Source: an optimization exercise on an open RTL-to-GDS flow (aim: small area, a short achievable clock period and few clock cycles). Production flows keep margins and buffers that such runs may drop.
Where RTL was checked, it was by simulation tests only, not by an equivalence proof against the original.
Only the layout flow was run in runs 7 to 9; the RTL was not checked for function there.

<file path="config.mk">
export PLATFORM = sky130hd
export DESIGN_NAME = fft_top
export DESIGN_NICKNAME = fft_top
export VERILOG_FILES = /design/flow/design.v
export SDC_FILE = /design/flow/constraint.sdc
export NUM_CORES = 4
export LEC_CHECK = 0
export CAP_MARGIN = 20
export CORE_MARGIN = 2
export CORE_UTILIZATION = 40
export SETUP_SLACK_MARGIN = 2.0
export SLEW_MARGIN = 20
export SYNTH_HIERARCHICAL = 1
export SYNTH_MINIMUM_KEEP_SIZE = 0
</file>
<file path="constraint.sdc">
create_clock -name core_clock -period 6.5 [get_ports {clk}]
set_input_delay 1.3000 -clock core_clock [delete_from_list [all_inputs] [get_ports {clk}]]
set_output_delay 1.3000 -clock core_clock [all_outputs]
set_load 0.01 [all_outputs]
</file>
<file path="design.v">
package fft_data_pkg;
  typedef logic signed [8+8-1:0] sample_t;
  typedef struct packed {
    sample_t re;
    sample_t im;
  } cplx_t;
  typedef struct packed {
    cplx_t upper;  
    cplx_t lower;  
  } cplx_pair_t;
endpackage
package fft_ctrl_pkg;
  typedef logic [$clog2(8)-1:0] bin_addr_t;
  typedef struct packed {
    bin_addr_t upper;
    bin_addr_t lower;
  } addr_pair_t;
  typedef logic [$clog2(3)-1:0] stage_t;
  typedef logic [$clog2(8/2)-1:0] twiddle_idx_t;
  typedef struct packed {
    logic       valid;
    addr_pair_t addr;
  } wr_cmd_t;
endpackage
`timescale 1ns/1ps
module fft_top (
  input  logic        clk,
  input  logic        reset,
  input  logic        load,
  input  logic [63:0] load_data,  
  input  logic        start,
  output logic        done,
  input  logic [2:0]  rd_addr,
  output logic [31:0] rd_data     
);
  logic [31:0] e0, e1, e2, e3, f0, f1, f2, f3;
  logic        tr5, ti5;  
  function automatic logic [31:0] cop(input logic [31:0] x, input logic [2:0] c);
    logic [15:0] opr, opi;
    opr = c[2] ? x[15:0] : x[31:16];
    opi = c[2] ? x[31:16] : x[15:0];
    cop = {opr ^ {16{c[1]}}, opi ^ {16{c[0]}}};
  endfunction
  logic k0, s13, n23, n12;
  logic ph;  
  always_ff @(posedge clk) begin
    if (reset) begin
      k0   <= 1'b1;
      s13  <= 1'b0;
      n23  <= 1'b0;
      n12  <= 1'b0;
      ph   <= 1'b0;
      done <= 1'b0;
    end else if (load) begin
      k0   <= s13 & n23;
      s13  <= k0 | (n23 & ~s13);
      n23  <= n12;
      n12  <= k0 | (s13 & n12);
      done <= 1'b0;
    end else if (start) begin
      k0   <= 1'b1;
      s13  <= 1'b0;
      n23  <= 1'b0;
      n12  <= 1'b0;
      ph   <= 1'b1;
    end else if (ph) begin
      ph   <= 1'b0;
      done <= 1'b1;
    end
  end
  logic [31:0] xh, xl;      
  logic [31:0] keep;
  logic [2:0]  c1, c2, c2f, c3;
  assign xh   = load_data[63:32];
  assign xl   = load_data[31:0];
  assign keep = {32{~(k0 & load)}};  
  assign c1  = {s13, n23, n12};
  assign c2  = {1'b0, s13, s13};
  assign c2f = {1'b1, s13, ~s13};
  assign c3  = {s13, n12, n23};
  logic [31:0] xhg, xlg;
  logic [2:0]  c1g, c2g, c2fg, c3g;
  assign xhg  = xh & {32{load}};
  assign xlg  = xl & {32{load}};
  assign c1g  = c1 & {3{load}};
  assign c2g  = c2 & {3{load}};
  assign c2fg = c2f & {3{load}};
  assign c3g  = c3 & {3{load}};
  logic [31:0] se0, se1, se2, se3, sf0, sf1, sf2, sf3;
  fft_cadd #(.KS(0)) u_ae0 (.a(e0 & keep), .b(cop(xhg, 3'b000)), .ci(2'b00),   .s(se0));
  fft_cadd #(.KS(0)) u_ae1 (.a(e1 & keep), .b(cop(xhg, c1g)),    .ci(c1g[1:0]), .s(se1));
  fft_cadd #(.KS(0)) u_ae2 (.a(e2 & keep), .b(cop(xhg, c2g)),    .ci(c2g[1:0]), .s(se2));
  fft_cadd #(.KS(0)) u_ae3 (.a(e3 & keep), .b(cop(xhg, c3g)),    .ci(c3g[1:0]), .s(se3));
  fft_cadd #(.KS(0)) u_af0 (.a(f0 & keep), .b(cop(xlg, 3'b000)), .ci(2'b00),   .s(sf0));
  fft_cadd #(.KS(0)) u_af1 (.a(f1 & keep), .b(cop(xl, c1)),      .ci(c1[1:0]),  .s(sf1));
  fft_cadd #(.KS(0)) u_af2 (.a(f2 & keep), .b(cop(xlg, c2fg)),   .ci(c2fg[1:0]), .s(sf2));
  fft_cadd #(.KS(0)) u_af3 (.a(f3 & keep), .b(cop(xl, c3)),      .ci(c3[1:0]),  .s(sf3));
  logic [31:0] tw;
  fft_mul181 u_mr (.v(f1[31:16]), .y(tw[31:16]));
  fft_mul181 u_mi (.v(f1[15:0]),  .y(tw[15:0]));
  always_ff @(posedge clk) begin
    e0 <= se0;
    e1 <= se1;
    e2 <= se2;
    e3 <= se3;
    f0 <= sf0;
    f2 <= sf2;
    if (load) begin
      f1 <= sf1;
      f3 <= sf3;
    end else if (start) begin
      f3  <= tw;
      f1  <= f3;
      tr5 <= (f1[23:16] == 8'h80);
      ti5 <= (f1[7:0] == 8'h80);
    end else if (ph) begin
      f1  <= tw;
    end
  end
  logic [31:0] es, fs;
  logic [1:0]  j;
  logic        ng, odd;
  logic        nra, nrb, nia, nib;
  logic [1:0]  dr, di;
  assign j   = rd_addr[1:0];
  assign ng  = rd_addr[2];
  assign odd = rd_addr[0];
  always_comb begin
    case (j)
      2'd0:    begin es = e0; fs = f0; end
      2'd1:    begin es = e1; fs = f3; end  
      2'd2:    begin es = e2; fs = f2; end
      default: begin es = e3; fs = f1; end  
    endcase
  end
  assign nra = (j == 2'd3) ? ~ng : ng;
  assign nrb = ng;
  assign nia = ~ng;
  assign nib = (j == 2'd3) ? ~ng : ng;
  always_comb begin
    dr = {1'b0, nra} + {1'b0, odd & nrb};
    di = {1'b0, nib} + {1'b0, odd & nia};
    if (j == 2'd1) begin
      dr = ng ? dr - {1'b0, tr5} : dr + {1'b0, tr5};
      di = ng ? di - {1'b0, ti5} : di + {1'b0, ti5};
    end
  end
  logic [15:0] ra, rb, ia, ib;
  logic [15:0] rs, rc, is_, ic;
  assign ra = fs[31:16] ^ {16{nra}};
  assign rb = odd ? fs[15:0] ^ {16{nrb}} : 16'd0;
  assign ia = odd ? fs[31:16] ^ {16{nia}} : 16'd0;
  assign ib = fs[15:0] ^ {16{nib}};
  assign rs  = es[31:16] ^ ra ^ rb;
  assign rc  = {(es[30:16] & ra[14:0]) | (es[30:16] & rb[14:0]) | (ra[14:0] & rb[14:0]),
                dr[1] | dr[0]};
  assign is_ = es[15:0] ^ ia ^ ib;
  assign ic  = {(es[14:0] & ia[14:0]) | (es[14:0] & ib[14:0]) | (ia[14:0] & ib[14:0]),
                di[1] | di[0]};
  logic [31:0] rsum;
  fft_cadd #(.KS(1)) u_rd (.a({rs, is_}), .b({rc, ic}), .ci({dr[1], di[1]}), .s(rsum));
  always_ff @(posedge clk) begin
    rd_data <= rsum;
  end
endmodule
module fft_cadd #(
  parameter int KS = 0
) (
  input  logic [31:0] a,
  input  logic [31:0] b,
  input  logic [1:0]  ci,
  output logic [31:0] s
);
  logic [31:0] p, g, c;
  assign p = a ^ b;
  assign g = a & b;
  fft_carry #(.W(16), .KS(KS)) u_hi (.p(p[31:16]), .g(g[31:16]), .ci(ci[1]), .c(c[31:16]));
  fft_carry #(.W(16), .KS(KS)) u_lo (.p(p[15:0]),  .g(g[15:0]),  .ci(ci[0]), .c(c[15:0]));
  assign s = p ^ c;
endmodule
module fft_mul181 (
  input  logic [15:0] v,
  output logic [15:0] y
);
  logic [23:0] r0, r1, r2, r3, r4, k;
  logic [23:0] s1, c1, s2, c2, s3, c3, s4, c4, p, g, c;
  assign r0 = {8'd0, v};
  assign r1 = {6'd0, v, 2'd0};
  assign r2 = {4'd0, v, 4'd0};
  assign r3 = {3'd0, v, 5'd0};
  assign r4 = {1'd0, v, 7'd0};
  assign k  = (v[15] ? 24'h4b0000 : 24'd0) | 24'd127;
  assign s1 = r0 ^ r1 ^ r2;
  assign c1 = {(r0[22:0] & r1[22:0]) | (r0[22:0] & r2[22:0]) | (r1[22:0] & r2[22:0]), 1'b0};
  assign s2 = r3 ^ r4 ^ k;
  assign c2 = {(r3[22:0] & r4[22:0]) | (r3[22:0] & k[22:0]) | (r4[22:0] & k[22:0]), 1'b0};
  assign s3 = s1 ^ c1 ^ s2;
  assign c3 = {(s1[22:0] & c1[22:0]) | (s1[22:0] & s2[22:0]) | (c1[22:0] & s2[22:0]), 1'b0};
  assign s4 = s3 ^ c3 ^ c2;
  assign c4 = {(s3[22:0] & c3[22:0]) | (s3[22:0] & c2[22:0]) | (c3[22:0] & c2[22:0]), 1'b0};
  assign p = s4 ^ c4;
  assign g = s4 & c4;
  fft_carry #(.W(24), .KS(1)) u_c (.p(p), .g(g), .ci(1'b0), .c(c));
  assign y = p[23:8] ^ c[23:8];
endmodule
module fft_carry #(
  parameter int W  = 16,
  parameter int KS = 0
) (
  input  logic [W-1:0] p,
  input  logic [W-1:0] g,
  input  logic         ci,
  output logic [W-1:0] c
);
  logic [W-1:0] pp, gg, gn;
  always_comb begin
    pp = p;
    gg = g;
    gg[0] = g[0] | (p[0] & ci);
    if (KS != 0) begin
      for (int d = 1; d < W; d = d * 2) begin
        gn = gg;
        for (int i = d; i < W; i++) begin
          gn[i] = gg[i] | (pp[i] & gg[i-d]);
        end
        for (int i = W - 1; i >= d; i--) begin
          pp[i] = pp[i] & pp[i-d];
        end
        gg = gn;
      end
    end else begin
      for (int d = 1; d < W; d = d * 2) begin
        for (int i = 2*d - 1; i < W; i += 2*d) begin
          gg[i] = gg[i] | (pp[i] & gg[i-d]);
          pp[i] = pp[i] & pp[i-d];
        end
      end
      for (int d = W / 4; d >= 1; d = d / 2) begin
        for (int i = 3*d - 1; i < W; i += 2*d) begin
          gg[i] = gg[i] | (pp[i] & gg[i-d]);
          pp[i] = pp[i] & pp[i-d];
        end
      end
    end
    c = {gg[W-2:0], ci};
  end
endmodule
</file>
<file path="flow/run.sh">
#!/bin/bash
# The standard layout, with plain buffers (not delay cells) on the ports.
set -euo pipefail
bash standard.sh BUFFER_PORTS_ARGS="-buffer_cell sky130_fd_sc_hd__buf_2" finish > standard.log 2>&1
</file>
<file path="standard.sh">
#!/bin/bash
# synth_recipe.tcl (not shown) runs the flow's synth.tcl, then flattens the netlist and writes it again
# the make line also repeats each setting of config.mk as NAME=value (left out here)
make -C /OpenROAD-flow-scripts/flow DESIGN_CONFIG=/design/flow/config.mk WORK_HOME=/design/flow/orfs CLKGATE_MAP_FILE= SYNTH_SCRIPT=/design/flow/synth_recipe.tcl "${@:-finish}"
</file>
==> flow_summary.ini, run 1 <==
[grt]
grt_max_degree = 191
grt_use_total = 0.2086
antenna_found_initial = 5
grt_remaining_overflow = 0
grt_pass1_wl_um = 131200
grt_pass1_vias = 22220

[worst_setup_path]
crit_slowest_cell = fa_1
r2r-start = f1[26]
r2r_end = f3[31]
cp_cell_sequence = buf_4, fa_1, inv_1, fa_1, inv_1, fa_1, ha_1, and3_1, and4_1, a221oi_4, o21ai_2, xor2_2, mux2_2
cp.required_ns = 6.81
crit_arrival_ns = 4.67
r2r_cells = 13
critPathCaptureType = flop
critical_path_class = reg -> reg
critPathLaunch = f1[26]
reg2reg_setup_slack_ns = 2.15
cp-start-kind = flop
cp_common_cell = fa_1
worstPathMaxFanout = 4
slowest_delay_ns = 0.54

[timing]
fin_crit_sh = 0.6698
finalSetupViolCount = 0
whs_ns = 0.5279
fin_crit_ns = 4.353
fin_skew_ns = 0.03017
setup_ws_ns = 2.147
worst_pin_slew_ns = 0.8959
final-hold-violation-count = 0
slew_headroom = 0.4027
fmax_ghz = 0.2297
rsz0062_at_grt = no
slew_viol_final = 0
fin_setup_tns_ns = 0

[clocking]
clock_sinks = 296
clk_pin_slew_ns = 0.06
holdBufCountCts = 0
cts_root_buf = clkbuf_16
h-tree-depth = 2
worst_skew_pair.late_latency_ns = 0.57
clockBufferDepth = 3
cts_tree = built
cts_buffers = 39

[routing]
drt_iter0_drc = 1528
dr.pass1.iters = 5
routed_wl_um = 85370
routed-via-count = 22560
wl_per_cell_um = 19.70
viasPerCell = 5.206
antenna_left = 0
drc_errors = 0

[hold_path]
hold_depth = 2
holdPathEnd = done
hp-class = reg -> reg
hp-start = done

[floorplanning]
start_util = 0.4047
rows = 102
core_um2 = 77470
io_pins = 104
die_y_um = 284.0
dieArea_um2 = 80630
die_w_um = 284.0

[synth]
ys_warn_count = 10
syn_inst = 3151
postSynthAreaPerCell_um2 = 9.950
netlist_area_um2 = 31350

[final_layout]
fillers = 7552
synthToLayoutAreaGrowth_pct = 10.94
drive_gt1_frac = 0.1431
fin_nets = 3821
final_cell_mix = and2_1, xor2_1, ha_1
multi_input_area_um2 = 23720
regArea_um2 = 6598
layout_commonest_cell = and2_1

[placement]
hpwl_um = 64560
detailedPlace.worstSlack_ns = 1.048
io_buffers = 103
gp_congestion = 0.8737

[status]
status = timing/DRC/antenna clean

[flow_run]
drv_cap = 0
## metrics by stage
stage          utilization  cell area (um^2)  instances
6_report            0.4490             34780       4333
2_1_floorplan            -             31420       3164
5_1_grt             0.4490             34780       4333
3_3_place_gp        0.4224             32730       4188
3_5_place_dp        0.4224             32730       4188
4_1_cts             0.4430             34310       4298
## sequential cells by signal (all words and copies together) (netlist names), 32 cells and up
register  cells
f1           32
f3           32
e0           32
f0           32
e2           32
rd_data      32
e3           32
f2           32
e1           32
## critical path: cells and delay by family (launching register included)
| family | cells | cell delay, ns |
|---|---|---|
| adders and majority gates | 4 | 1.85 |
| DFF | 1 | 0.49 |
| muxes | 1 | 0.28 |
| xor gates and xnor gates | 1 | 0.21 |
| buffers and inverters | 3 | 0.32 |
| AOI/OAI and AO/OA | 2 | 0.43 |
| and+or+nand+nor | 2 | 0.53 |
## per-layer routing
metal  GRT usage  routed length, um  vias to the layer above
met3     0.02082               2958                       91
met1      0.2829              39880                    10940
met2      0.3512              40340                      372
met5           0                  7                        -
li1            -                  -                    11160
met4     0.05966               2183                        2
## worst max path at each step
stage	end	slack, ns
finish	f3[31]	2.15
CTS	rd_data[15]	1.99
global route	f1[14]	1.99
global placement	rd_data[15]	1.10
detailed placement	rd_data[15]	1.05
floorplan	rd_data[13]	2.00
## area by class of cell
type	count	area share
sequential	296	0.1897
inverter	148	0.01597
timing repair buffer	198	0.03910
multi-input combinational	2580	0.6821
clock inverter	9	0.002302
clock buffer	60	0.03331
antenna	2	0.0001439
tap	1040	0.03741
## timing repair
action	4_1_cts	5_1_grt
cloned	0	1
buffers inserted	41	32
resized for setup	12	38
setup endpoints to repair	39	32
pin swaps	3	11
Testbench counts, summed over its fixed seeds: cycles 5,384.
==> inputs of run 2 (changes only) <==
--- a/config.mk
+++ b/config.mk
@@ -9,5 +9,5 @@
 export CORE_MARGIN = 2
 export CORE_UTILIZATION = 40
-export SETUP_SLACK_MARGIN = 2.0
+export SETUP_SLACK_MARGIN = 1.5
 export SLEW_MARGIN = 20
 export SYNTH_HIERARCHICAL = 1
==> run 2 against run 1 <==
Still clean on timing, DRC and antenna. Count of clock-buffer cells in the layout down 7. Hold slack lost 0.015 ns. Maximum frequency fell by 9.2%. Via count down 0.70%. Sequential share of layout area increased by 0.46 points. Global-route usage fell by 0.17 points. Worst setup slack lost 0.44 ns. Critical path type unchanged.
==> flow_summary.ini, run 2 <==
[timing]
slew_headroom = 0.3790
worst_pin_slew_ns = 0.9315
fin_crit_ns = 4.795
slew_viol_final = 0
final-hold-violation-count = 0
fin_crit_sh = 0.7377
fin_skew_ns = 0.03192
finalSetupViolCount = 0
rsz0062_at_grt = no
fmax_ghz = 0.2085
fin_setup_tns_ns = 0
setup_ws_ns = 1.705
whs_ns = 0.5131

[worst_setup_path]
critical_path_class = reg -> reg
r2r_end = f3[31]
critPathCaptureType = flop
cp-start-kind = flop
crit_arrival_ns = 5.10
reg2reg_setup_slack_ns = 1.70
worstPathMaxFanout = 10
cp.required_ns = 6.81
r2r_cells = 14
r2r-start = f1[31]

[hold_path]
hp-class = reg -> reg
hold_depth = 2
hp-start = ph
holdPathEnd = ph

[clocking]
cts_buffers = 38
clockBufferDepth = 3
worst_skew_pair.late_latency_ns = 0.57
clk_pin_slew_ns = 0.06
cts_tree = built
clock_sinks = 296
cts_root_buf = clkbuf_16
h-tree-depth = 2

[placement]
io_buffers = 103
gp_congestion = 0.9076
detailedPlace.worstSlack_ns = 1.036
hpwl_um = 64900

[status]
status = timing/DRC/antenna clean

[floorplanning]
dieArea_um2 = 80630
start_util = 0.4047
core_um2 = 77470
die_w_um = 284.0
die_y_um = 284.0
io_pins = 104
rows = 102

[final_layout]
layout_commonest_cell = and2_1
fin_nets = 3751
synthToLayoutAreaGrowth_pct = 8.293
drive_gt1_frac = 0.1162
fillers = 7587
multi_input_area_um2 = 23540
final_cell_mix = and2_1, xor2_1, ha_1
regArea_um2 = 6598

[routing]
drc_errors = 0
drt_iter0_drc = 1383
dr.pass1.iters = 5
wl_per_cell_um = 19.73
antenna_left = 0
routed-via-count = 22400
routed_wl_um = 84070
viasPerCell = 5.256

[grt]
grt_max_degree = 181
grt_use_met2 = 0.3491
top_usage_layer = met2
grt_remaining_overflow = 0
grt_use_total = 0.2069
antenna_found_initial = 5
grt_pass1_wl_um = 130200
gr-usage-met3 = 0.02034
grt_pass1_vias = 21980
use_met1 = 0.2830

[synth]
postSynthAreaPerCell_um2 = 9.950
ys_warn_count = 10
netlist_area_um2 = 31350
syn_inst = 3151

[flow_run]
drv_cap = 0
## run 2: what timing repair did
action | 4_1_cts | 5_1_grt
setup buffers | 0 | 7
hold buffers | 0 | 0
endpoints found under the setup margin | 0 | 7
resized for setup | 0 | 2
## run 2: final cells by class
class	instances	area share
diodes	3	0.0002211
clock inverters	13	0.002801
clock buffers	53	0.03147
inverters	148	0.01636
multi-input cells	2580	0.6932
well taps	1040	0.03833
repair buffers	129	0.02329
flip-flops and latches	296	0.1943
## run 2: stage by stage
| stage | instance area (um^2) | instances | utilization |
|---|---|---|---|
| after floorplan | 31400 | 3164 | - |
| after global placement | 32720 | 4186 | 0.4224 |
| after detailed placement | 32720 | 4186 | 0.4224 |
| after CTS | 33880 | 4252 | 0.4374 |
| after global routing | 33950 | 4261 | 0.4382 |
| final | 33950 | 4262 | 0.4383 |
## run 2: metal layers
metal / vias to the layer above / wire (um)
met4: 6 / 2035
li1: 11030 / -
met5: - / 41
met3: 104 / 3297
met1: 10830 / 39340
met2: 433 / 39360
## run 2: how the worst max path moves through the flow
stage                          start     endpoint
after floorplan           rd_addr[1]  rd_data[13]
after global placement    rd_addr[1]  rd_data[13]
after detailed placement  rd_addr[0]  rd_data[29]
after CTS                 rd_addr[0]  rd_data[29]
after global routing          f1[25]       f1[31]
final                         f1[31]       f3[31]
## run 2: critical path, stage by stage (launching register included)
cell and delay [ns]:
edfxtp_1 0.63, fa_1 0.59, inv_1 0.06, fa_1 0.51, fa_1 0.51, inv_1 0.04, ha_1 0.33, a21o_1 0.20
a21o_1 0.19, a21oi_1 0.21, o21bai_1 0.13, a221oi_2 0.42, o21ai_0 0.22, xor2_1 0.20, mux2_2 0.29
==> inputs of run 3 (changes only) <==
--- a/config.mk
+++ b/config.mk
@@ -9,5 +9,5 @@
 export CORE_MARGIN = 2
 export CORE_UTILIZATION = 40
-export SETUP_SLACK_MARGIN = 1.5
+export SETUP_SLACK_MARGIN = 1.8
 export SLEW_MARGIN = 20
 export SYNTH_HIERARCHICAL = 1
==> run 3 against run 2 <==
Synthesized cell count unchanged. Wire length is 0.90% lower. Still clean on timing, DRC and antenna. Final cell count is 1.4% higher. Via count increased by 0.44%. Die area unchanged. Worst setup slack improved by 0.24 ns. Sequential cell count is the same. Critical endpoint is now rd_data[29]. Design area is 1.5% higher.
==> flow_summary.ini, run 3 <==
[clocking]
holdBufCountCts = 0
worst_skew_pair.late_latency_ns = 0.58
clock_sinks = 296
h-tree-depth = 2
clockBufferDepth = 3
cts_buffers = 38
cts_tree = built
cts_root_buf = clkbuf_16
clk_pin_slew_ns = 0.06

[grt]
grt_pass1_wl_um = 127900
grt_pass1_vias = 21950
grt_max_degree = 189
grt_remaining_overflow = 0
antenna_found_initial = 7
grt_use_total = 0.2025

[timing]
slew_headroom = 0.4094
rsz0062_at_grt = no
fin_skew_ns = 0.03150
fmax_ghz = 0.2198
finalSetupViolCount = 0
fin_setup_tns_ns = 0
worst_pin_slew_ns = 0.8859
fin_crit_ns = 4.551
whs_ns = 0.5226
final-hold-violation-count = 0
slew_viol_final = 0
fin_crit_sh = 0.7001

[flow_run]
drv_cap = 0

[routing]
routed_wl_um = 83310
drc_errors = 0
antenna_left = 0
routed-via-count = 22500
viasPerCell = 5.208
wl_per_cell_um = 19.29
dr.pass1.iters = 5
drt_iter0_drc = 1548

[floorplanning]
core_um2 = 77470
rows = 102
io_pins = 104
die_y_um = 284.0
die_w_um = 284.0
dieArea_um2 = 80630
start_util = 0.4047

[final_layout]
layout_commonest_cell = and2_1
fin_nets = 3807
drive_gt1_frac = 0.1346
synthToLayoutAreaGrowth_pct = 9.957
postLayoutCellArea_um2 = 34470
final_cell_mix = and2_1, xor2_1, ha_1

[worst_setup_path]
critical_path_class = in -> reg
r2r_cells = 16
worstPathMaxFanout = 31
cp-start-kind = primary input
cp.required_ns = 6.95
crit_arrival_ns = 5.00
critPathCaptureType = flop

[synth]
postSynthAreaPerCell_um2 = 9.950
netlist_area_um2 = 31350
syn_inst = 3151
ys_warn_count = 10

[placement]
io_buffers = 103
hpwl_um = 63460
gp_congestion = 0.8870
place_area_um2 = 32700

[hold_path]
hold_depth = 2
hp-class = reg -> reg

[status]
status = timing/DRC/antenna clean
-- run 3: cell type report --
type	instances	area, um^2
clock inverter	15	180.2
inverter	148	555.5
clock buffer	53	1069
sequential	296	6598
multi-input combinational	2580	23570
tap	1040	1301
timing repair buffer	185	1197
fill	7557	42990
antenna	3	7.507
-- run 3: final timing paths --
kind | start | endpoint | slack [ns]
worst min register to register | ph | ph | 0.52
worst max register to register | f1[27] | f3[30] | 1.99
worst max-delay path | rd_addr[0] | rd_data[29] | 1.95
worst min-delay path | ph | ph | 0.52
-- run 3: per-layer routing --
layer / global-route usage / vias to the layer above / routed length (um)
met3: 0.02114 / 92 / 3450
met2: 0.3400 / 417 / 39250
met5: 0 / - / 13
li1: - / 11140 / -
met4: 0.05582 / 2 / 2026
met1: 0.2757 / 10840 / 38570
-- run 3: per-stage QoR --
stage	cells	utilization	worst slack, ns
2_1_floorplan	3164	-	1.804
3_3_place_gp	4186	0.4221	1.032
3_5_place_dp	4186	0.4221	0.9839
4_1_cts	4256	0.4384	1.756
5_1_grt	4320	0.4450	1.766
6_report	4320	0.4450	1.949
-- run 3: critical path, cell delays in order --
cell     delay (ns)
buf_4          0.41
mux4_2         0.68
xor2_1         0.18
and2_1         0.20
fa_1           0.48
ha_1           0.37
a21o_1         0.21
a21oi_2        0.19
nand2_2        0.12
a41o_1         0.28
o41a_1         0.39
xor2_1         0.15
-- run 3: what timing repair did --
action / in CTS / in global routing
gates resized for setup: 1 / 15
buffers inserted: 2 / 61
setup endpoints to repair: 11 / 32
pin swaps: 1 / 5
cloned: 0 / 0
==> inputs of run 4 (changes only) <==
--- a/config.mk
+++ b/config.mk
@@ -9,5 +9,5 @@
 export CORE_MARGIN = 2
 export CORE_UTILIZATION = 40
-export SETUP_SLACK_MARGIN = 1.8
+export SETUP_SLACK_MARGIN = 2.2
 export SLEW_MARGIN = 20
 export SYNTH_HIERARCHICAL = 1
==> run 4 against run 3 <==
Via count is 0.84% higher. Utilization increased by 1.2 points. Synthesized cell count stayed put. Synthesized area stayed put. Die area unchanged. Sequential cell count stayed put. Critical endpoint is now f3[13]. Highest routed layer is now met4.
==> flow_summary.ini, run 4 <==
[placement]
hpwl_um = 65050
gp_congestion = 0.8822
io_buffers = 103

[timing]
rsz0062_at_grt = yes
slew_headroom = 0.3756
fmax_ghz = 0.2320
final-hold-violation-count = 0
finalSetupViolCount = 0
slew_viol_final = 0
fin_skew_ns = 0.01879
fin_crit_ns = 4.310
fin_setup_tns_ns = 0
fin_crit_sh = 0.6631
worst_pin_slew_ns = 0.9347
whs_ns = 0.5146

[final_layout]
final_cell_mix = and2_1, xor2_1, ha_1
fin_nets = 3835
layout_commonest_cell = and2_1
drive_gt1_frac = 0.1623
fillers = 7389
synthToLayoutAreaGrowth_pct = 12.93

[clocking]
h-tree-depth = 2
holdBufCountCts = 0
clock_sinks = 296
cts_buffers = 40
clockBufferDepth = 3
cts_root_buf = clkbuf_16
cts_tree = built
clk_pin_slew_ns = 0.06
worst_skew_pair.late_latency_ns = 0.59

[hold_path]
hold_depth = 2
hp-class = reg -> reg
hp-start = ph

[routing]
routed_wl_um = 87170
drt_iter0_drc = 1494
dr.pass1.iters = 6
drc_errors = 0
routed-via-count = 22690
wl_per_cell_um = 20.04
viasPerCell = 5.215
antenna_left = 0

[worst_setup_path]
slowest_delay_ns = 0.57
critPathLaunch = f1[9]
critical_path_class = reg -> reg
path_buf_inv = 5
reg2reg_setup_slack_ns = 2.19
crit_arrival_ns = 4.65
worstPathMaxFanout = 5
cp_cell_sequence = buf_4, fa_1, inv_2, fa_1, fa_1, inv_2, ha_4, a21o_1, a21o_1, a21oi_2, o21bai_2, a221oi_4, buf_4, inv_2, xor2_2, mux2_4
r2r_cells = 16
crit_cells = 16
crit_slowest_cell = fa_1
critPathCaptureType = flop
r2r-start = f1[9]
cp.required_ns = 6.84
cp_top_family = adder cells
cp-start-kind = flop

[floorplanning]
rows = 102
dieArea_um2 = 80630
start_util = 0.4047
die_w_um = 284.0
core_um2 = 77470
io_pins = 104
die_y_um = 284.0

[grt]
antenna_found_initial = 5
grt_max_degree = 129
grt_pass1_wl_um = 132000
grt_remaining_overflow = 0
grt_pass1_vias = 21920
grt_use_total = 0.2117

[synth]
ys_warn_count = 10
syn_inst = 3151
postSynthAreaPerCell_um2 = 9.950
netlist_area_um2 = 31350

[flow_run]
drv_cap = 0

[status]
status = timing/DRC/antenna clean

[power_and_ir_drop]
run 4: final cells by class:
class	instances	area [um^2]	area share
Multi-Input combinational cell	2580	24080	0.6802
Sequential cell	296	6598	0.1863
Clock buffer	57	1176	0.03322
Antenna cell	2	5.005	0.0001414
Timing Repair Buffer	211	1520	0.04294
Clock inverter	16	163.9	0.004629
Inverter	148	558.0	0.01576
Tap cell	1040	1301	0.03675
run 4: stage by stage:
stage / instance area (um^2) / util / setup WS, ns / instances
floorplan: 31560 / - / 2.057 / 3164
global placement: 32860 / 0.4242 / 1.174 / 4190
detailed placement: 32860 / 0.4242 / 1.113 / 4190
CTS: 34870 / 0.4501 / 2.201 / 4327
global route: 35400 / 0.4570 / 2.027 / 4348
finish: 35410 / 0.4570 / 2.190 / 4350
run 4: layer usage:
| layer | up-vias | wire length (um) | global-route usage | share of wire |
|---|---|---|---|---|
| met5 | - | 0 | 0 | 0 |
| met4 | 0 | 2084 | 0.05463 | 0.024 |
| met3 | 92 | 4155 | 0.03272 | 0.048 |
| met2 | 442 | 39640 | 0.3395 | 0.45 |
| met1 | 10930 | 41290 | 0.2963 | 0.47 |
| li1 | 11220 | - | - | - |
run 4: repair_timing:
item	4_1_cts	5_1_grt
setup endpoints to repair	62	48
buffers inserted	64	19
pin swaps	18	28
hold endpoints to repair	0	0
gates resized for setup	32	79
gates cloned	0	2
run 4: worst min-delay path, delay by kind of cell (launching register included):
kind | cells | cell delay (ns)
AND/OR/NAND/NOR | 1 | 0.08
flip-flops | 1 | 0.34
AO/OA/AOI/OAI | 1 | 0.06
run 4: final timing paths:
kind | endpoint
max reg2reg | f3[13]
max | f3[13]
min reg2reg | ph
min | ph
==> inputs of run 5 (changes only) <==
--- a/config.mk
+++ b/config.mk
@@ -8,6 +8,7 @@
 export CAP_MARGIN = 20
 export CORE_MARGIN = 2
-export CORE_UTILIZATION = 40
-export SETUP_SLACK_MARGIN = 2.2
+export CORE_UTILIZATION = 55
+export PLACE_DENSITY = 0.75
+export SETUP_SLACK_MARGIN = 2.5
 export SLEW_MARGIN = 20
 export SYNTH_HIERARCHICAL = 1
==> run 5 against run 4 <==
First-iteration DRC count up 47%. Die area down 27%. Register-to-register slack worse by 0.05 ns. Sequential cell count unchanged. Hold slack worse by 0.00051 ns. Critical path type unchanged. Critical endpoint is now f3[10].
==> flow_summary.ini, run 5 <==
[timing]
final-hold-violation-count = 0
fin_setup_tns_ns = 0
fin_crit_ns = 4.357
fin_crit_sh = 0.6704
slew_headroom = 0.2428
worst_pin_slew_ns = 1.136
finalSetupViolCount = 0
fmax_ghz = 0.2295
setup_ws_ns = 2.143
rsz0062_at_grt = yes
slew_viol_final = 0
fin_skew_ns = 0.01711

[worst_setup_path]
crit_arrival_ns = 4.67
cp-endpoint = f3[10]
r2r_end = f3[10]
cp_common_cell = fa_1
crit_slowest_cell = edfxtp_1
cp_top_family = adder cells
path_buf_inv = 3
cp.required_ns = 6.82
critPathLaunch = f1[4]
cp-start-kind = flop
crit_cells = 15
reg2reg_setup_slack_ns = 2.14
worstPathMaxFanout = 4
r2r-start = f1[4]
critical_path_class = reg -> reg
cp_cell_sequence = buf_6, fa_1, inv_1, fa_1, fa_1, inv_2, ha_4, a21oi_2, o21ai_1, a41o_1, a31o_1, a32oi_2, a31oi_1, xor2_1, mux2_2
critPathCaptureType = flop
r2r_cells = 15
slowest_delay_ns = 0.53

[floorplanning]
dieArea_um2 = 58930
rows = 87
io_pins = 104
core_um2 = 56390
start_util = 0.5560
die_y_um = 242.8
die_w_um = 242.8

[placement]
place_area_um2 = 32550
gp_congestion = 0.9532
hpwl_um = 64770
detailedPlace.worstSlack_ns = 1.292
io_buffers = 103

[clocking]
worst_skew_pair.late_latency_ns = 0.57
holdBufCountCts = 0
cts_tree = built
h-tree-depth = 2
clock_sinks = 296
cts_root_buf = clkbuf_16
clockBufferDepth = 3
clk_pin_slew_ns = 0.06
cts_buffers = 39

[routing]
routed_wl_um = 95460
dr.pass1.iters = 5
antenna_left = 0
drt_iter0_drc = 2199
wl_per_cell_um = 23.14
viasPerCell = 6.054
routed-via-count = 24970
drc_errors = 0

[final_layout]
synthToLayoutAreaGrowth_pct = 15.63
final_cell_mix = and2_1, xor2_1, ha_1
layout_commonest_cell = and2_1
fin_nets = 3897
drive_gt1_frac = 0.2020
postLayoutCellArea_um2 = 36250

[grt]
grt_pass1_vias = 25110
grt_max_degree = 247
antenna_found_initial = 3
grt_use_total = 0.3032
grt_remaining_overflow = 0
grt_pass1_wl_um = 140200

[synth]
ys_warn_count = 10
netlist_area_um2 = 31350
syn_inst = 3151
postSynthAreaPerCell_um2 = 9.950

[flow_run]
drv_cap = 0

[hold_path]
hp-class = reg -> reg

[status]
status = timing/DRC/antenna clean
run 5: tightest hold or removal path, stage by stage, from the launching register on:
cell,delay [ns]
dfxtp_1,0.31
a21oi_1,0.11
nor3_1,0.05
run 5: final cells by class:
| cell class | instances | area [um^2] |
|---|---|---|
| Antenna cell | 2 | 5.005 |
| Clock buffer | 58 | 1191 |
| Clock inverter | 11 | 87.58 |
| Fill cell | 4415 | 20140 |
| Inverter | 148 | 560.5 |
| Multi-Input combinational cell | 2582 | 24600 |
| Sequential cell | 296 | 6598 |
| Tap cell | 756 | 945.9 |
| Timing Repair Buffer | 272 | 2263 |
run 5: how the worst min path moves through the flow:
| stage | end | depth (start not counted) | slack [ns] | start |
|---|---|---|---|---|
| after floorplan | ph | 2 | 0.47 | ph |
| after global placement | done | 2 | 0.50 | done |
| after detailed placement | done | 2 | 0.50 | done |
| after CTS | done | 2 | 0.52 | done |
| after global routing | done | 2 | 0.58 | done |
| final | done | 2 | 0.51 | done |
run 5: metrics by stage:
stage | instances | util | hold WS, ns
after floorplan | 3164 | - | 0.4742
after global placement | 3902 | 0.5772 | 0.4984
after detailed placement | 3902 | 0.5772 | 0.5035
after CTS | 4082 | 0.6281 | 0.5181
after global routing | 4123 | 0.6428 | 0.5761
final | 4125 | 0.6429 | 0.5141
run 5: repair_timing:
item / in CTS / in global routing
gates resized for setup: 136 / 109
setup buffers: 106 / 37
cloned: 5 / 4
endpoints found under the setup margin: 129 / 95
pin swaps: 44 / 51
run 5: metal layers:
layer	vias to the layer above	track usage	routed length (um)
met5	-	0	17
met4	2	0.1229	4536
met3	287	0.06037	7727
met2	1044	0.5045	45080
met1	12350	0.3853	38100
li1	11290	-	-
==> inputs of run 6 (changes only) <==
--- a/config.mk
+++ b/config.mk
@@ -8,6 +8,5 @@
 export CAP_MARGIN = 20
 export CORE_MARGIN = 2
-export CORE_UTILIZATION = 55
-export PLACE_DENSITY = 0.75
+export CORE_UTILIZATION = 40
 export SETUP_SLACK_MARGIN = 2.5
 export SLEW_MARGIN = 20
==> run 6 against run 5 <==
Hold slack gained 0.027 ns. Synthesized cell count is the same. Maximum frequency grew 1.2%. Die area grew 37%. Count of clock-buffer cells in the layout shrank 4. Synthesized area is the same. Global-route usage shrank 8.3 points. Via count shrank 6.6%. Critical path depth is the same. Critical endpoint is now f3[31]. Highest routed layer unchanged.
==> flow_summary.ini, run 6 <==
[status]
status = timing/DRC/antenna clean

[worst_setup_path]
critPathCaptureType = flop
worstPathMaxFanout = 3
crit_arrival_ns = 4.61
r2r_cells = 15
reg2reg_setup_slack_ns = 2.20
cp-start-kind = flop
r2r-start = f1[25]
cp.required_ns = 6.80
critical_path_class = reg -> reg
r2r_end = f3[31]

[final_layout]
drive_gt1_frac = 0.1952
layout_commonest_cell = and2_1
postLayoutCellArea_um2 = 36360
synthToLayoutAreaGrowth_pct = 15.99
fillers = 7353
fin_util = 0.4694
final_cell_mix = and2_1, xor2_1, ha_1
diodes = 0
fin_nets = 3893

[timing]
fmax_ghz = 0.2324
finalSetupViolCount = 0
slew_viol_final = 0
rsz0062_at_grt = yes
fin_setup_tns_ns = 0
slew_headroom = 0.4180
fin_crit_sh = 0.6621
fin_skew_ns = 0.03090
worst_pin_slew_ns = 0.8731
final-hold-violation-count = 0
fin_crit_ns = 4.304

[routing]
routed_wl_um = 91060
drt_iter0_drc = 1517
viasPerCell = 5.296
routed-via-count = 23330
wl_per_cell_um = 20.67
drc_errors = 0
dr.pass1.iters = 5
antenna_left = 0

[placement]
place_area_um2 = 32960
io_buffers = 103
hpwl_um = 66210
gp_congestion = 0.8554

[hold_path]
hold_depth = 2
hp-start = done
hp-class = reg -> reg
holdPathEnd = done

[grt]
grt_use_total = 0.2201
grt_remaining_overflow = 0
grt_max_degree = 131
grt_pass1_vias = 23170
antenna_found_initial = 6
grt_pass1_wl_um = 137900

[clocking]
clk_pin_slew_ns = 0.06
cts_root_buf = clkbuf_16
clock_sinks = 296
cts_buffers = 39
cts_tree = built
h-tree-depth = 2
clockBufferDepth = 3
worst_skew_pair.late_latency_ns = 0.58

[flow_run]
drv_cap = 0

[synth]
netlist_area_um2 = 31350
ys_warn_count = 10
postSynthAreaPerCell_um2 = 9.950
syn_inst = 3151

[floorplanning]
core_um2 = 77470
die_y_um = 284.0
dieArea_um2 = 80630
die_w_um = 284.0
io_pins = 104
rows = 102
start_util = 0.4047
## run 6: stage by stage
stage | setup slack (ns) | hold WS, ns | std cells
floorplan | 2.057 | 0.4742 | 3164
global placement | 1.383 | 0.5110 | 4189
detailed placement | 1.388 | 0.5164 | 4189
CTS | 2.203 | 0.5347 | 4357
global route | 2.019 | 0.5477 | 4405
finish | 2.196 | 0.5414 | 4405
## run 6: routing by layer
| layer | vias to the layer above | routed length [um] | GRT usage |
|---|---|---|---|
| met5 | - | 25 | 0 |
| met4 | 4 | 2153 | 0.05450 |
| met3 | 118 | 4896 | 0.03545 |
| met2 | 543 | 42110 | 0.3605 |
| met1 | 11370 | 41870 | 0.3016 |
| li1 | 11290 | - | - |
## run 6: worst max path at each step
| stage | from | endpoint | slack [ns] |
|---|---|---|---|
| 6_report | f1[25] | f3[31] | 2.20 |
| 3_5_place_dp | rd_addr[1] | rd_data[15] | 1.39 |
| 5_1_grt | f1[25] | f1[30] | 2.02 |
| 4_1_cts | f1[25] | f3[31] | 2.20 |
| 3_3_place_gp | rd_addr[1] | rd_data[15] | 1.38 |
| 2_1_floorplan | rd_addr[1] | rd_data[13] | 2.06 |
## run 6: what timing repair did
action,CTS,global route
hold buffers,0,0
setup buffers,94,44
pin swaps,58,57
gates resized for setup,119,96
setup endpoints to repair,78,89
gates cloned,3,4
## run 6: worst max-delay path, cell delays in order (launching register included)
cell and delay, ns:
edfxtp_1 0.47, buf_6 0.17, fa_1 0.52, inv_2 0.04
fa_1 0.47, fa_1 0.51, inv_2 0.05, ha_4 0.24
a21o_1 0.17, a21o_1 0.17, a21oi_2 0.18, o21bai_2 0.12
a221oi_4 0.35, o21ai_2 0.12, xor2_2 0.20, mux2_4 0.28
## run 6: cell type report
cell class | count | area [um^2] | share of cell area
clock buffers | 54 | 1084 | 0.02980
clock inverters | 17 | 122.6 | 0.003372
inverters | 148 | 560.5 | 0.01541
multi-input cells | 2580 | 24530 | 0.6745
flip-flops and latches | 296 | 6598 | 0.1814
well taps | 1040 | 1301 | 0.03578
repair buffers | 270 | 2170 | 0.05966
==> inputs of run 7 (changes only) <==
--- a/design.v
+++ b/design.v
@@ -159,5 +159,5 @@
                 di[1] | di[0]};
   logic [31:0] rsum;
-  fft_cadd #(.KS(1)) u_rd (.a({rs, is_}), .b({rc, ic}), .ci({dr[1], di[1]}), .s(rsum));
+  fft_cadd #(.KS(0)) u_rd (.a({rs, is_}), .b({rc, ic}), .ci({dr[1], di[1]}), .s(rsum));
   always_ff @(posedge clk) begin
     rd_data <= rsum;
--- a/config.mk
+++ b/config.mk
@@ -9,5 +9,5 @@
 export CORE_MARGIN = 2
 export CORE_UTILIZATION = 40
-export SETUP_SLACK_MARGIN = 2.5
+export SETUP_SLACK_MARGIN = 2.0
 export SLEW_MARGIN = 20
 export SYNTH_HIERARCHICAL = 1
==> run 7 against run 6 <==
Register-to-register slack lost 0.05 ns. Utilization decreased by 2.1 points. Critical path depth unchanged. Highest routed layer is now met4.
==> flow_summary.ini, run 7 <==
[synth]
syn_inst = 3109
netlist_area_um2 = 31100
ys_warn_count = 9
postSynthAreaPerCell_um2 = 10.00

[routing]
dr.pass1.iters = 5
routed_wl_um = 85500
viasPerCell = 5.201
antenna_left = 0
wl_per_cell_um = 19.92
drt_iter0_drc = 1256
routed-via-count = 22330
drc_errors = 0

[grt]
grt_max_degree = 159
grt_pass1_wl_um = 131200
grt_pass1_vias = 22180
antenna_found_initial = 1
grt_remaining_overflow = 0
grt_use_total = 0.2146

[clocking]
worst_skew_pair.late_latency_ns = 0.58
clk_pin_slew_ns = 0.06
clock_sinks = 296
h-tree-depth = 2
cts_root_buf = clkbuf_16
cts_tree = built
clockBufferDepth = 3
cts_buffers = 40

[floorplanning]
die_y_um = 282.8
dieArea_um2 = 80000
die_w_um = 282.8
start_util = 0.4028
io_pins = 104
core_um2 = 77210
rows = 102

[hold_path]
hp-class = reg -> reg
hp-start = ph
hold_depth = 2
holdPathEnd = ph

[timing]
fin_crit_sh = 0.6698
fin_skew_ns = 0.02832
rsz0062_at_grt = yes
fin_setup_tns_ns = 0
slew_headroom = 0.3159
fmax_ghz = 0.2297
worst_pin_slew_ns = 1.026
final-hold-violation-count = 0
finalSetupViolCount = 0
slew_viol_final = 0
fin_crit_ns = 4.354

[worst_setup_path]
critPathCaptureType = flop
cp.required_ns = 6.80
reg2reg_setup_slack_ns = 2.15
r2r_cells = 15
r2r-start = f1[26]
worstPathMaxFanout = 6
r2r_end = f1[25]
crit_arrival_ns = 4.65
critical_path_class = reg -> reg
cp-start-kind = flop

[final_layout]
layout_commonest_cell = and2_1
instances_no_fill = 4293
final_cell_mix = and2_1, xor2_1, ha_1
drive_gt1_frac = 0.1483
fin_util = 0.4484
fin_nets = 3780
synthToLayoutAreaGrowth_pct = 11.32
fillers = 7378

[status]
status = timing/DRC/antenna clean

[placement]
gp_congestion = 0.8574
place_inst = 4144
io_buffers = 103
hpwl_um = 64540

[flow_run]
drv_cap = 0
## run 7: final cells by class
type,count,area [um^2],area share
multi-input combinational,2540,23520,0.6794
sequential,296,6598,0.1906
timing repair buffer,198,1329,0.03838
tap,1040,1301,0.03758
clock buffer,63,1221,0.03527
inverter,146,548.0,0.01583
clock inverter,8,97.59,0.002819
antenna,2,5.005,0.0001446
## run 7: routing by layer
metal	track usage	wire length (um)
met1	0.2908	39630
met2	0.3526	39480
met3	0.02947	3413
met4	0.06919	2976
met5	0	0
## run 7: how the worst max path moves through the flow
stage | startpoint | to | slack, ns | cells past startpoint
floorplan | rd_addr[1] | rd_data[15] | 2.01 | 20
global placement | rd_addr[0] | rd_data[31] | 1.26 | 12
detailed placement | rd_addr[0] | rd_data[31] | 1.23 | 12
CTS | f1[11] | f3[15] | 2.00 | 15
global route | f1[25] | f3[30] | 1.98 | 14
finish | f1[26] | f1[25] | 2.15 | 15
## run 7: per-stage QoR
stage                     area [um^2]  setup slack, ns  hold slack, ns
after floorplan                 31200            2.005          0.4742
after global placement          32480            1.263          0.4998
after detailed placement        32480            1.231          0.5026
after CTS                       34090            2.004          0.5165
after global routing            34620            1.980          0.5704
final                           34620            2.146          0.5159
## run 7: timing repair
| item | CTS | global route |
|---|---|---|
| resized for setup | 7 | 44 |
| endpoints found under the setup margin | 34 | 41 |
| buffers inserted | 34 | 42 |
| pin swaps | 0 | 15 |
| hold buffers | 0 | 0 |
## run 7: worst max-delay path, stage by stage, from the launching register on
cell and delay, ns:
edfxtp_1 0.52, buf_4 0.20, fa_1 0.51, fa_1 0.43
fa_1 0.51, ha_2 0.32, a21oi_2 0.17, o21ai_0 0.11
nor3_1 0.22, a21oi_2 0.07, buf_4 0.17, a21o_1 0.20
a21o_1 0.18, xor2_1 0.17, mux2i_1 0.19, o21ai_0 0.09
==> inputs of run 8 (changes only) <==
--- a/design.v
+++ b/design.v
@@ -88,12 +88,12 @@
   assign c3g  = c3 & {3{load}};
   logic [31:0] se0, se1, se2, se3, sf0, sf1, sf2, sf3;
-  fft_cadd #(.KS(0)) u_ae0 (.a(e0 & keep), .b(cop(xhg, 3'b000)), .ci(2'b00),   .s(se0));
-  fft_cadd #(.KS(0)) u_ae1 (.a(e1 & keep), .b(cop(xhg, c1g)),    .ci(c1g[1:0]), .s(se1));
-  fft_cadd #(.KS(0)) u_ae2 (.a(e2 & keep), .b(cop(xhg, c2g)),    .ci(c2g[1:0]), .s(se2));
-  fft_cadd #(.KS(0)) u_ae3 (.a(e3 & keep), .b(cop(xhg, c3g)),    .ci(c3g[1:0]), .s(se3));
-  fft_cadd #(.KS(0)) u_af0 (.a(f0 & keep), .b(cop(xlg, 3'b000)), .ci(2'b00),   .s(sf0));
-  fft_cadd #(.KS(0)) u_af1 (.a(f1 & keep), .b(cop(xl, c1)),      .ci(c1[1:0]),  .s(sf1));
-  fft_cadd #(.KS(0)) u_af2 (.a(f2 & keep), .b(cop(xlg, c2fg)),   .ci(c2fg[1:0]), .s(sf2));
-  fft_cadd #(.KS(0)) u_af3 (.a(f3 & keep), .b(cop(xl, c3)),      .ci(c3[1:0]),  .s(sf3));
+  fft_cadd #(.KS(1)) u_ae0 (.a(e0 & keep), .b(cop(xhg, 3'b000)), .ci(2'b00),   .s(se0));
+  fft_cadd #(.KS(1)) u_ae1 (.a(e1 & keep), .b(cop(xhg, c1g)),    .ci(c1g[1:0]), .s(se1));
+  fft_cadd #(.KS(1)) u_ae2 (.a(e2 & keep), .b(cop(xhg, c2g)),    .ci(c2g[1:0]), .s(se2));
+  fft_cadd #(.KS(1)) u_ae3 (.a(e3 & keep), .b(cop(xhg, c3g)),    .ci(c3g[1:0]), .s(se3));
+  fft_cadd #(.KS(1)) u_af0 (.a(f0 & keep), .b(cop(xlg, 3'b000)), .ci(2'b00),   .s(sf0));
+  fft_cadd #(.KS(1)) u_af1 (.a(f1 & keep), .b(cop(xl, c1)),      .ci(c1[1:0]),  .s(sf1));
+  fft_cadd #(.KS(1)) u_af2 (.a(f2 & keep), .b(cop(xlg, c2fg)),   .ci(c2fg[1:0]), .s(sf2));
+  fft_cadd #(.KS(1)) u_af3 (.a(f3 & keep), .b(cop(xl, c3)),      .ci(c3[1:0]),  .s(sf3));
   logic [31:0] tw;
   fft_mul181 u_mr (.v(f1[31:16]), .y(tw[31:16]));
@@ -159,5 +159,5 @@
                 di[1] | di[0]};
   logic [31:0] rsum;
-  fft_cadd #(.KS(0)) u_rd (.a({rs, is_}), .b({rc, ic}), .ci({dr[1], di[1]}), .s(rsum));
+  fft_cadd #(.KS(1)) u_rd (.a({rs, is_}), .b({rc, ic}), .ci({dr[1], di[1]}), .s(rsum));
   always_ff @(posedge clk) begin
     rd_data <= rsum;
==> run 8 against run 7 <==
Worst setup slack better by 0.023 ns. Critical path depth down 2. Final cell count up 9.3%. Register-to-register slack better by 0.03 ns.
==> flow_summary.ini, run 8 <==
[clocking]
cts_buffers = 39
worst_skew_pair.late_latency_ns = 0.58
h-tree-depth = 2
clockBufferDepth = 3
clock_sinks = 296
cts_tree = built
clk_pin_slew_ns = 0.06
cts_root_buf = clkbuf_16

[timing]
fin_crit_sh = 0.6662
setup_ws_ns = 2.170
rsz0062_at_grt = no
final-hold-violation-count = 0
slew_headroom = 0.3773
whs_ns = 0.5315
worst_pin_slew_ns = 0.9341
fmax_ghz = 0.2309
fin_setup_tns_ns = 0
slew_viol_final = 0
fin_crit_ns = 4.330
finalSetupViolCount = 0
fin_skew_ns = 0.02498

[routing]
dr.pass1.iters = 5
routed_wl_um = 94580
drt_iter0_drc = 1757
routed-via-count = 25630
wl_per_cell_um = 20.15
drc_errors = 0
antenna_left = 0
viasPerCell = 5.460

[worst_setup_path]
r2r_end = f3[14]
cp_top_family = adder cells
path_buf_inv = 2
critPathLaunch = rd_addr[0]
cp.required_ns = 6.95
crit_arrival_ns = 4.79
slowest_delay_ns = 0.61
crit_cells = 13
reg2reg_setup_slack_ns = 2.18
cp-start-kind = primary input
worstPathMaxFanout = 13
cp-endpoint = rd_data[29]
critical_path_class = in -> reg
critPathCaptureType = flop
cp_cell_sequence = buf_8, buf_8, mux4_2, xor2_1, and2_1, fa_1, ha_1, and3_1, nand3_1, nand3_1, a41o_1, o41a_1, xor2_1
r2r-start = f1[8]
crit_slowest_cell = mux4_2
r2r_cells = 13

[synth]
ys_warn_count = 9
netlist_area_um2 = 33350
postSynthAreaPerCell_um2 = 9.565
syn_inst = 3487

[final_layout]
final_cell_mix = and2_1, xor2_1, ha_1
drive_gt1_frac = 0.1244
fillers = 7895
layout_commonest_cell = and2_1
instances_no_fill = 4694
diodes = 0
synthToLayoutAreaGrowth_pct = 10.64
postLayoutCellArea_um2 = 36900
fin_nets = 4151

[floorplanning]
rows = 105
die_y_um = 292.8
io_pins = 104
core_um2 = 82370
start_util = 0.4049
die_w_um = 292.8
dieArea_um2 = 85710

[grt]
grt_use_met2 = 0.3484
grt_pass1_wl_um = 145300
grt_pass1_vias = 24770
antenna_found_initial = 2
use_met1 = 0.3081
gr-usage-met3 = 0.02208
grt_max_degree = 174
top_usage_layer = met2
grt_remaining_overflow = 0
grt_use_total = 0.2165

[flow_run]
drv_cap = 0

[status]
status = timing/DRC/antenna clean

[placement]
hpwl_um = 72740
place_inst = 4552
gp_congestion = 0.9117
detailedPlace.worstSlack_ns = 1.204
io_buffers = 103
place_area_um2 = 34760

[hold_path]
hp-class = reg -> reg
## run 8: how the worst min path moves through the flow
stage	start	to	slack [ns]	cells after the start
5_1_grt	ph	ph	0.57	2
6_report	ph	ph	0.53	2
3_5_place_dp	ph	ph	0.52	2
2_1_floorplan	ph	ph	0.47	2
4_1_cts	ph	ph	0.53	2
3_3_place_gp	ph	ph	0.50	2
## run 8: repair_timing
action / CTS / global route
pin swaps: 1 / 13
gates cloned: 2 / 1
hold buffers: 0 / 0
endpoints found under the setup margin: 29 / 41
buffers inserted: 28 / 39
gates resized for setup: 5 / 36
## run 8: cell type report
type	count	area (um^2)	share of cell area
tap	1070	1339	0.03628
inverter	164	615.6	0.01668
sequential	296	6598	0.1788
multi-input combinational	2901	25690	0.6963
timing repair buffer	191	1320	0.03577
clock buffer	60	1179	0.03194
clock inverter	12	157.7	0.004272
## run 8: layer usage
metal	wire (um)	vias to the layer above	share of wire
li1	-	12590	-
met1	45170	12330	0.48
met2	42440	581	0.45
met3	4265	129	0.045
met4	2698	0	0.029
met5	0	-	0
## run 8: stage by stage
step,utilization
global placement,0.4220
floorplan,-
finish,0.4480
global route,0.4480
CTS,0.4416
detailed placement,0.4220
## run 8: worst register-to-register path: cells and delay by family, from the launching register on
family / cells / cell delay, ns
compound gates: 5 / 0.90
xor+xnor: 1 / 0.18
fa+ha+maj: 4 / 1.82
buf+inv: 1 / 0.20
flops: 1 / 0.48
mux: 1 / 0.28
simple gates: 1 / 0.22
==> inputs of run 9 (changes only) <==
--- a/design.v
+++ b/design.v
@@ -80,20 +80,15 @@
   assign c3  = {s13, n12, n23};
   logic [31:0] xhg, xlg;
-  logic [2:0]  c1g, c2g, c2fg, c3g;
-  assign xhg  = xh & {32{load}};
-  assign xlg  = xl & {32{load}};
-  assign c1g  = c1 & {3{load}};
-  assign c2g  = c2 & {3{load}};
-  assign c2fg = c2f & {3{load}};
-  assign c3g  = c3 & {3{load}};
+  assign xhg = xh & {32{load}};
+  assign xlg = xl & {32{load}};
   logic [31:0] se0, se1, se2, se3, sf0, sf1, sf2, sf3;
-  fft_cadd #(.KS(1)) u_ae0 (.a(e0 & keep), .b(cop(xhg, 3'b000)), .ci(2'b00),   .s(se0));
-  fft_cadd #(.KS(1)) u_ae1 (.a(e1 & keep), .b(cop(xhg, c1g)),    .ci(c1g[1:0]), .s(se1));
-  fft_cadd #(.KS(1)) u_ae2 (.a(e2 & keep), .b(cop(xhg, c2g)),    .ci(c2g[1:0]), .s(se2));
-  fft_cadd #(.KS(1)) u_ae3 (.a(e3 & keep), .b(cop(xhg, c3g)),    .ci(c3g[1:0]), .s(se3));
-  fft_cadd #(.KS(1)) u_af0 (.a(f0 & keep), .b(cop(xlg, 3'b000)), .ci(2'b00),   .s(sf0));
-  fft_cadd #(.KS(1)) u_af1 (.a(f1 & keep), .b(cop(xl, c1)),      .ci(c1[1:0]),  .s(sf1));
-  fft_cadd #(.KS(1)) u_af2 (.a(f2 & keep), .b(cop(xlg, c2fg)),   .ci(c2fg[1:0]), .s(sf2));
-  fft_cadd #(.KS(1)) u_af3 (.a(f3 & keep), .b(cop(xl, c3)),      .ci(c3[1:0]),  .s(sf3));
+  fft_cadd #(.KS(0)) u_ae0 (.a(e0 & keep), .b(cop(xhg, 3'b000)), .ci(2'b00),    .s(se0));
+  fft_cadd #(.KS(0)) u_ae1 (.a(e1 & keep), .b(cop(xhg, c1)),     .ci(c1[1:0]),  .s(se1));
+  fft_cadd #(.KS(0)) u_ae2 (.a(e2 & keep), .b(cop(xhg, c2)),     .ci(c2[1:0]),  .s(se2));
+  fft_cadd #(.KS(0)) u_ae3 (.a(e3 & keep), .b(cop(xhg, c3)),     .ci(c3[1:0]),  .s(se3));
+  fft_cadd #(.KS(0)) u_af0 (.a(f0 & keep), .b(cop(xlg, 3'b000)), .ci(2'b00),    .s(sf0));
+  fft_cadd #(.KS(0)) u_af1 (.a(f1 & keep), .b(cop(xl, c1)),      .ci(c1[1:0]),  .s(sf1));
+  fft_cadd #(.KS(0)) u_af2 (.a(f2 & keep), .b(cop(xlg, c2f)),    .ci(c2f[1:0]), .s(sf2));
+  fft_cadd #(.KS(0)) u_af3 (.a(f3 & keep), .b(cop(xl, c3)),      .ci(c3[1:0]),  .s(sf3));
   logic [31:0] tw;
   fft_mul181 u_mr (.v(f1[31:16]), .y(tw[31:16]));
==> run 9 against run 8 <==
Still clean on timing, DRC and antenna. Sequential cell count unchanged. Maximum frequency decreased by 1.8%. Worst setup slack got worse by 0.080 ns. Critical endpoint is now f3[31].
==> flow_summary.ini, run 9 <==
[placement]
io_buffers = 103
gp_congestion = 0.9069
place_area_um2 = 32050
hpwl_um = 64830

[grt]
antenna_found_initial = 1
grt_max_degree = 94
grt_remaining_overflow = 0
grt_use_total = 0.2124
grt_pass1_wl_um = 128500
grt_pass1_vias = 21820

[routing]
antenna_left = 0
routed-via-count = 22080
drc_errors = 0
viasPerCell = 5.242
wl_per_cell_um = 19.98
dr.pass1.iters = 7
drt_iter0_drc = 1443
routed_wl_um = 84190

[timing]
fin_setup_tns_ns = 0
slew_headroom = 0.2996
rsz0062_at_grt = yes
slew_viol_final = 0
fin_crit_ns = 4.411
fin_skew_ns = 0.02611
fmax_ghz = 0.2267
fin_crit_sh = 0.6786
worst_pin_slew_ns = 1.051
final-hold-violation-count = 0
finalSetupViolCount = 0

[status]
status = timing/DRC/antenna clean

[worst_setup_path]
cp_cell_sequence = buf_4, inv_1, fa_1, inv_1, fa_1, fa_1, ha_2, a21oi_4, o21ai_0, nor3_2, a21oi_4, a221oi_4, o21ai_1, xor2_1, mux2_2
cp_top_family = adder cells
worstPathMaxFanout = 6
crit_arrival_ns = 4.70
cp.required_ns = 6.79
reg2reg_setup_slack_ns = 2.09
path_buf_inv = 3
cp_common_cell = fa_1
cp-start-kind = flop
slowest_delay_ns = 0.53
critical_path_class = reg -> reg
critPathCaptureType = flop
crit_slowest_cell = fa_1

[floorplanning]
dieArea_um2 = 78880
start_util = 0.4037
core_um2 = 75950
rows = 101
io_pins = 104
die_w_um = 280.9
die_y_um = 280.9

[hold_path]
hp-class = reg -> reg

[clocking]
h-tree-depth = 2
cts_tree = built
clockBufferDepth = 3
clk_pin_slew_ns = 0.06
cts_root_buf = clkbuf_16
worst_skew_pair.late_latency_ns = 0.57
holdBufCountCts = 0
cts_buffers = 39
clock_sinks = 296

[synth]
postSynthAreaPerCell_um2 = 10.09
netlist_area_um2 = 30660
syn_inst = 3040
ys_warn_count = 10

[final_layout]
postLayoutCellArea_um2 = 34040
regArea_um2 = 6598
layout_commonest_cell = ha_1
fin_util = 0.4482
synthToLayoutAreaGrowth_pct = 11.02
fillers = 7273
multi_input_area_um2 = 23110
drive_gt1_frac = 0.1587
final_cell_mix = ha_1, and2_1, xor2_1
diodes = 0
fin_nets = 3712

[flow_run]
drv_cap = 0
[run 9: cell count changes in the layout (fill, tap and decap cells not counted), moves of 32 or more]
cell	before	now
and2_1	481	350
a21oi_1	171	105
o21a_1	58	10
o21ai_0	111	63
xnor2_1	192	240
xor2_1	383	335
a21o_1	188	220
a21o_2	0	32
a41o_1	58	26
and4_1	40	8
mux2_2	32	64
mux2i_1	96	64
[run 9: path summary, 6_finish.rpt]
path	startpoint	endpoint	cells after the start
min reg2reg	ph	ph	2
max reg2reg	f1[25]	f3[31]	15
max	f1[25]	f3[31]	15
min	ph	ph	2
[run 9: worst register-to-register path, stage by stage (launching register included)]
cell      delay (ns)
edfxtp_1        0.32
buf_4           0.18
inv_1           0.13
fa_1            0.53
inv_1           0.06
fa_1            0.38
fa_1            0.52
ha_2            0.33
a21oi_4         0.18
o21ai_0         0.16
nor3_2          0.28
a21oi_4         0.15
a221oi_4        0.32
o21ai_1         0.15
xor2_1          0.18
mux2_2          0.27
[run 9: layout make-up]
type | instances | share of cell area
clock buffer | 57 | 0.03396
clock inverter | 13 | 0.002794
inverter | 148 | 0.01636
multi-input combinational | 2482 | 0.6790
sequential | 296 | 0.1938
tap | 1030 | 0.03786
timing repair buffer | 187 | 0.03624
[run 9: repair_timing]
item	CTS	global route
pin swaps	1	11
hold endpoints to repair	0	0
setup endpoints to repair	38	54
gates resized for setup	11	38
setup buffers	37	24
cloned	0	0
[run 9: per-layer routing]
metal  wire (um)  vias to the layer above  part of all wire  GRT usage
met1       40660                    10690              0.48     0.3031
met3        3878                       76             0.046    0.02594
met5           0                        -                 0          0
met2       37870                      461              0.45     0.3409
li1            -                    10860                 -          -
met4        1778                        0             0.021    0.04991
[run 9: through the flow]
step           setup WS (ns)  cells  hold WS, ns
2_1_floorplan          1.986   3053       0.4742
3_3_place_gp           1.264   4082       0.4974
3_5_place_dp           1.245   4082       0.5012
4_1_cts                1.966   4189       0.5167
5_1_grt                1.922   4213       0.5724
6_report               2.089   4213       0.5217

## what the ideal ports hide
In the flow no input, the clock included, has a driving cell. The finished layouts below were timed again as built, in two steps. Step 1 assumes that a clkbuf_16 drives the clock port and a buf_2 every other input. Step 2 also shifts input and output timing later by t, the mid clock arrival at the registers, as if the neighbouring blocks saw the same clock. a / b / c = no drivers / after step 1 / after step 2; a / b = the first two.
run	t (ns)	setup WS [ns]	worst setup path after step 2
run 1	0.621	2.147 / 2.139 / 1.518	input to register
run 2	0.617	1.705 / 1.705 / 1.224	input to register
run 3	0.625	1.949 / 1.925 / 1.299	input to register
run 4	0.648	2.190 / 2.190 / 1.550	input to register
run 5	0.629	2.143 / 2.143 / 1.754	input to register
run 6	0.629	2.196 / 2.196 / 1.608	input to register
run 7	0.630	2.146 / 2.146 / 1.535	input to register
run 8	0.629	2.170 / 2.132 / 1.503	input to register
run 9	0.617	2.089 / 2.089 / 1.523	input to register
After both steps setup and hold are still met in every run listed. For run 8, which loses most, drivers alone change the setup slack by -0.038 ns; drivers and shift together by -0.667 ns.
